From an optimization exercise on the open Yosys and OpenROAD flow, aimed at small area, a short achievable clock period and few clock cycles; shortcuts taken in it are not production practice. The RTL was checked by simulation tests, not by an equivalence proof against the original design.

==> flow/design.v, too long to show whole: its modules and the start of the top module <==
// module csa_level: 49 lines
// module param_wallace_multiplier: 6005 lines
module param_wallace_multiplier
#(
    parameter int WIDTH = 32
) (
    input  logic                 clk,
    input  logic                 rst,
    input  logic [WIDTH-1:0]     a,
    input  logic [WIDTH-1:0]     b,
    input  logic                 signed_mode,
    input  logic                 in_valid,
    output logic                 in_ready,
    output logic [2*WIDTH-1:0]   product,
    output logic                 out_valid,
    input  logic                 out_ready
);
  // ...
==> flow/run.sh <==
#!/bin/bash
# synth_recipe.tcl (not shown) runs the flow's synth.tcl, then flattens the netlist and writes it again
# the make line also repeats each setting of config.mk as NAME=value (left out here)
make -C /OpenROAD-flow-scripts/flow DESIGN_CONFIG=/design/flow/config.mk WORK_HOME=/design/flow/orfs CLKGATE_MAP_FILE= SYNTH_SCRIPT=/design/flow/synth_recipe.tcl finish
==> flow/config.mk <==
export PLATFORM = sky130hd
export DESIGN_NAME = param_wallace_multiplier
export DESIGN_NICKNAME = param_wallace_multiplier
export VERILOG_FILES = /design/flow/design.v
export SDC_FILE = /design/flow/constraint.sdc
export NUM_CORES = 4
export LEC_CHECK = 0
export CAP_MARGIN = 20
export CORE_MARGIN = 2
export CORE_UTILIZATION = 40
export SLEW_MARGIN = 20
==> flow/constraint.sdc <==
create_clock -name core_clock -period 10.0 [get_ports {clk}]
set_input_delay 2.0000 -clock core_clock [delete_from_list [all_inputs] [get_ports {clk}]]
set_output_delay 2.0000 -clock core_clock [all_outputs]
set_load 0.01 [all_outputs]
==> metrics.csv, run 1 <==
stage,metric,value,unit
yosys,Synth Flop Type,edfxtp_1,
critical_path,CP peak stage delay,0.53,ns
timing,final setup fails,0,
run_status,outcome,finished clean,
hold_path,hold path startpoint,v_q$_SDFFE_PP0N_,
critical_path,"Arr. time, crit path",5.76,ns
timing,post-layout min period,7.760,ns
clock_network,clock slew at reported path FFs,0.08,ns
finish,register area,5816,um^2
clock_network,Hold Buf Count CTS,0,
critical_path,Worst R2R Setup Slack,7.79,ns
placed_design,number of port buffers,134,
floorplan,Initial Utilization,40.43,%
yosys,Synth Cell Area,38470,um^2
yosys,post-synthesis sequential area ratio,15.12,%
clock_network,Clock Root Buffer,clkbuf_16,
critical_path,"CP delay by family, top",adder cells,
finish,Largest Register,r_q,
placed_design,Placement Cell Area,41000,um^2
critical_path,stages on the worst setup path,16,
global_route,Total Routing Usage GR,26.32,%
yosys,Post-Synth Adder-Cell Area,49.83,%
finish,fin nets,4968,
global_route,vias in the first global route,29540,
finish,Multi-input gate area,28050,um^2
finish,Biggest Area Class,multi-input combinational cells,
critical_path,"Req. time, crit path",8.00,ns
Testbench counts, summed over its fixed seeds: cycles 2,408.
==> inputs of run 2 (changes only) <==
--- a/flow/config.mk
+++ b/flow/config.mk
@@ -6,6 +6,8 @@
 export NUM_CORES = 4
 export LEC_CHECK = 0
+export ABC_CLOCK_PERIOD_IN_PS = 5000
 export CAP_MARGIN = 20
 export CORE_MARGIN = 2
 export CORE_UTILIZATION = 40
+export SETUP_SLACK_MARGIN = 4.5
 export SLEW_MARGIN = 20
==> run 2 against run 1 <==
  * Wire length increased by 6.7%
  * Die area unchanged
  * Critical path type unchanged
  * Largest cell class unchanged
  * Still clean on timing, DRC and antenna
==> metrics.csv, run 2 <==
stage,metric,value,unit,change
timing,Final Hold Fails,0,,
finish,Largest Register,r_q,,
finish,flip-flop count of the largest register after layout,193,,
timing,Final TNS setup,0,ns,
clock_network,clock latency on the worst-skew pair,0.48,ns,
critical_path,kind of critical path,flip-flop to output pin,,
yosys,Synth top cells by count,"inv_1, fa_1, and2_1, nand2_1, clkbuf_1",,
yosys,Yosys Warn Count,1,,
detailed_routing,wire length per cell,25.18,um,
detailed_routing,drt initial violations,2307,,
critical_path,CP peak stage delay,0.52,ns,about the same
timing,worst-margin pin slew,0.9943,ns,
floorplan,Die Y,314.1,um,
critical_path,"CP delay by family, top",adder cells,,
detailed_routing,DRC violation count after routing,0,,
yosys,"FFs w/ async S/R, synth",0,%,
hold_path,hold path startpoint,v_q$_SDFFE_PP0N_,,
floorplan,IO Pins,135,,
critical_path,Slowest cell on crit path,fa_1,,
yosys,cell taking the most area after synthesis,fa_1,,
critical_path,nature of the critical path startpoint,flip-flop,,
detailed_routing,via density per instance,5.242,,
job,maxcap violations,0,,
finish,"commonest non-fill, non-tap cell in the layout",inv_1,,
yosys,Syn Inst Count,3908,,
clock_network,CTS buffer count,17,,
critical_path,"Arr. time, crit path",4.85,ns,-0.91 ns
finish,final core utilization,46.61,%,
detailed_routing,Detailed Routing Iterations Pass 1,5,,
clock_network,total number of H-tree levels,4,,
floorplan,Initial Utilization,40.43,%,unchanged
timing,post-layout min period,6.853,ns,-0.9068 ns
global_route,Total Routing Usage GR,26.84,%,+0.52 points
placed_design,RePlAce Congestion,0.8786,,
global_route,initial antenna violation count,15,,
floorplan,area of the die,98670,um^2,
yosys,Synth Flop Type,edfxtp_1,,
clock_network,clock slew at reported path FFs,0.08,ns,about the same
floorplan,Core ar.,95150,um^2,
yosys,Synth Cell Area,38470,um^2,unchanged
placed_design,number of port buffers,134,,unchanged
timing,clk_skew,0.007540,ns,
critical_path,"Req. time, crit path",8.00,ns,about the same
yosys,Synth cell types,68,,
yosys,Synth area leaders,"fa_1, edfxtp_1, and2_1, inv_1, nand2_1",,
clock_network,clock sink count,194,,
critical_path,critical-path cell list,inv_2 > fa_1 > inv_1 > fa_1 > ha_4 > ha_4 > nand4_1 > nor4_4 > nand2_2 > a2111oi_4 > a211oi_4 > o31ai_4 > buf_12 > a41oi_4 > o21a_1 > o311a_1 > buf_2,,
yosys,post-synth top area share,46.84,%,
placed_design,post-DP HPWL,82750,um,
yosys,Post-synth EDFFs,193,,
finish,share of post-route cells with drive strength above 1,10.72,%,
global_route,largest net degree at the start of global routing,59,,
global_route,vias in the first global route,29670,,+0.44%
timing,f_max,145.9,MHz,
timing,final setup fails,0,,unchanged
critical_path,crit path from,r_q[43]$_DFFE_PN_,,
detailed_routing,Antenna Nets Post-Route,0,,
placed_design,DP Cell Count,5155,,
run_status,outcome,finished clean,,
floorplan,Die Wd,314.1,um,
yosys,Yosys reg bits,194,,
critical_path,worst r2r src,v_q$_SDFFE_PP0N_,,
finish,fin nets,5069,,+2.0%
critical_path,Critical Path Sink Type,output pin,,
yosys,Avg Inst Size Synth,9.844,um^2,
global_route,first-pass GRT wire length,192000,um,
yosys,post-synthesis net count,4969,,
finish,post-route insts no fill,5292,,
critical_path,Worst R2R Setup Slack,6.49,ns,-1.30 ns
timing,"Slew Viols, Final",0,,
timing,Tcrit/Tclk final,68.53,%,
placed_design,dpl ws,2.854,ns,
finish,filler cell count in the final layout,8915,,
global_route,total congestion overflow,0,,
yosys,post-synthesis sequential area ratio,15.12,%,unchanged
critical_path,Crit Path Max Fanout,5,,
clock_network,maximum root-to-sink buffer count,2,,
detailed_routing,DRT Wirelength,133200,um,
finish,Area growth syn-to-layout,15.28,%,
finish,Largest regs,"r_q (193), v_q (1)",,
timing,fin worst setup slack,3.147,ns,
clock_network,Clock Root Buffer,clkbuf_16,,
yosys,top-count cell post-synth,inv_1,,
timing,RSZ-0062 raised after global routing,yes,,
floorplan,Std-Cell Rows,113,,
clock_network,CTS tree,done,,
detailed_routing,DR vias,27740,,
critical_path,CP Buf/Inv Count,4,,
hold_path,Hold Path Class,flip-flop to flip-flop,,
finish,"commonest non-fill, non-tap cells in the layout","inv_1, fa_1, and2_1",,
timing,Rel. slew slack,33.71,%,
## run 2: cell count changes in the layout (fill, tap and decap cells not counted), sizes merged, moves of 5 or more
cell,previous run,this run
buf,76,200
dlymetal6s2s,0,10
dlygate4sd2,0,6
diode,1,6
clkbuf,17,34
clkdlybuf4s50,123,58
## run 2: worst paths after layout
kind                                            to  cells past startpoint
worst min register to register   r_q[12]$_DFFE_PN_                      1
worst max-delay path                   product[60]                     17
worst max register to register  r_q[128]$_DFFE_PN_                      5
worst min-delay path             r_q[12]$_DFFE_PN_                      1
## run 2: metrics by stage
step | cell area (um^2) | hold slack (ns)
detailed placement | 41090 | 0.9667
global placement | 41090 | 0.9652
floorplan | 38590 | 1.837
finish | 44350 | 1.053
global route | 44340 | 1.132
CTS | 43070 | 1.061
## run 2: routing by layer
metal,GRT usage (%),share of wire [%]
met1,36.53,40
met2,42.48,46
met3,6.482,11
met4,8.362,3.2
met5,0,0.062
## run 2: cell families after synthesis
| family | synth area share (%) |
|---|---|
| buffers and inverters | 11.99 |
| AO/OA/AOI/OAI | 3.786 |
| adder cells (fa/ha/maj) | 49.83 |
| flip-flops | 15.12 |
| XOR/XNOR | 2.732 |
| AND/OR/NAND/NOR | 16.55 |
## run 2: timing repair
item                                    CTS  global route
setup buffers                            44            42
cloned                                    5             8
endpoints found under the setup margin  160            84
pin swaps                                70            85
hold buffers                              0             0
gates resized for setup                 413           219
endpoints found under the hold margin     0             0
## run 2: final cells by class
| type | count | area (um^2) | share of cell area, % |
|---|---|---|---|
| antenna | 6 | 15.01 | 0.03386 |
| clock buffer | 18 | 429.2 | 0.9677 |
| clock inverter | 14 | 192.7 | 0.4345 |
| inverter | 1002 | 3761 | 8.481 |
| multi-input combinational | 2494 | 29320 | 66.12 |
| sequential | 194 | 5816 | 13.11 |
| tap | 1265 | 1583 | 3.569 |
| timing repair buffer | 299 | 3228 | 7.279 |

afterwards: timing with drivers on the ports:
Ports are ideal in the flow. The routed layouts listed here were re-timed in OpenROAD.
Step 1 (the two cells are an assumption about what drives the block):
set clk [get_ports {clk}]
set_driving_cell -lib_cell sky130_fd_sc_hd__clkbuf_16 $clk
set_driving_cell -lib_cell sky130_fd_sc_hd__buf_2 [delete_from_list [all_inputs] $clk]
Step 2 adds t to the input delays and takes it off the output delays; t is the mean of the earliest and latest rising clock arrival at the registers after step 1. Input paths then give back, and output paths get back, about the clock's delay inside the block.
Three values: no drivers, after step 1, after step 2; two values: the first two.
| run | shift t [ns] | slack for setup (ns) | worst register clock-pin slew, ns |
|---|---|---|---|
| run 1 | 0.579 | 2.240 / 2.171 / 2.751 | 0.08 / 0.08 |
| run 2 | 0.552 | 3.147 / 3.074 / 3.625 | 0.08 / 0.08 |
After both steps setup and hold are still met in every run listed.
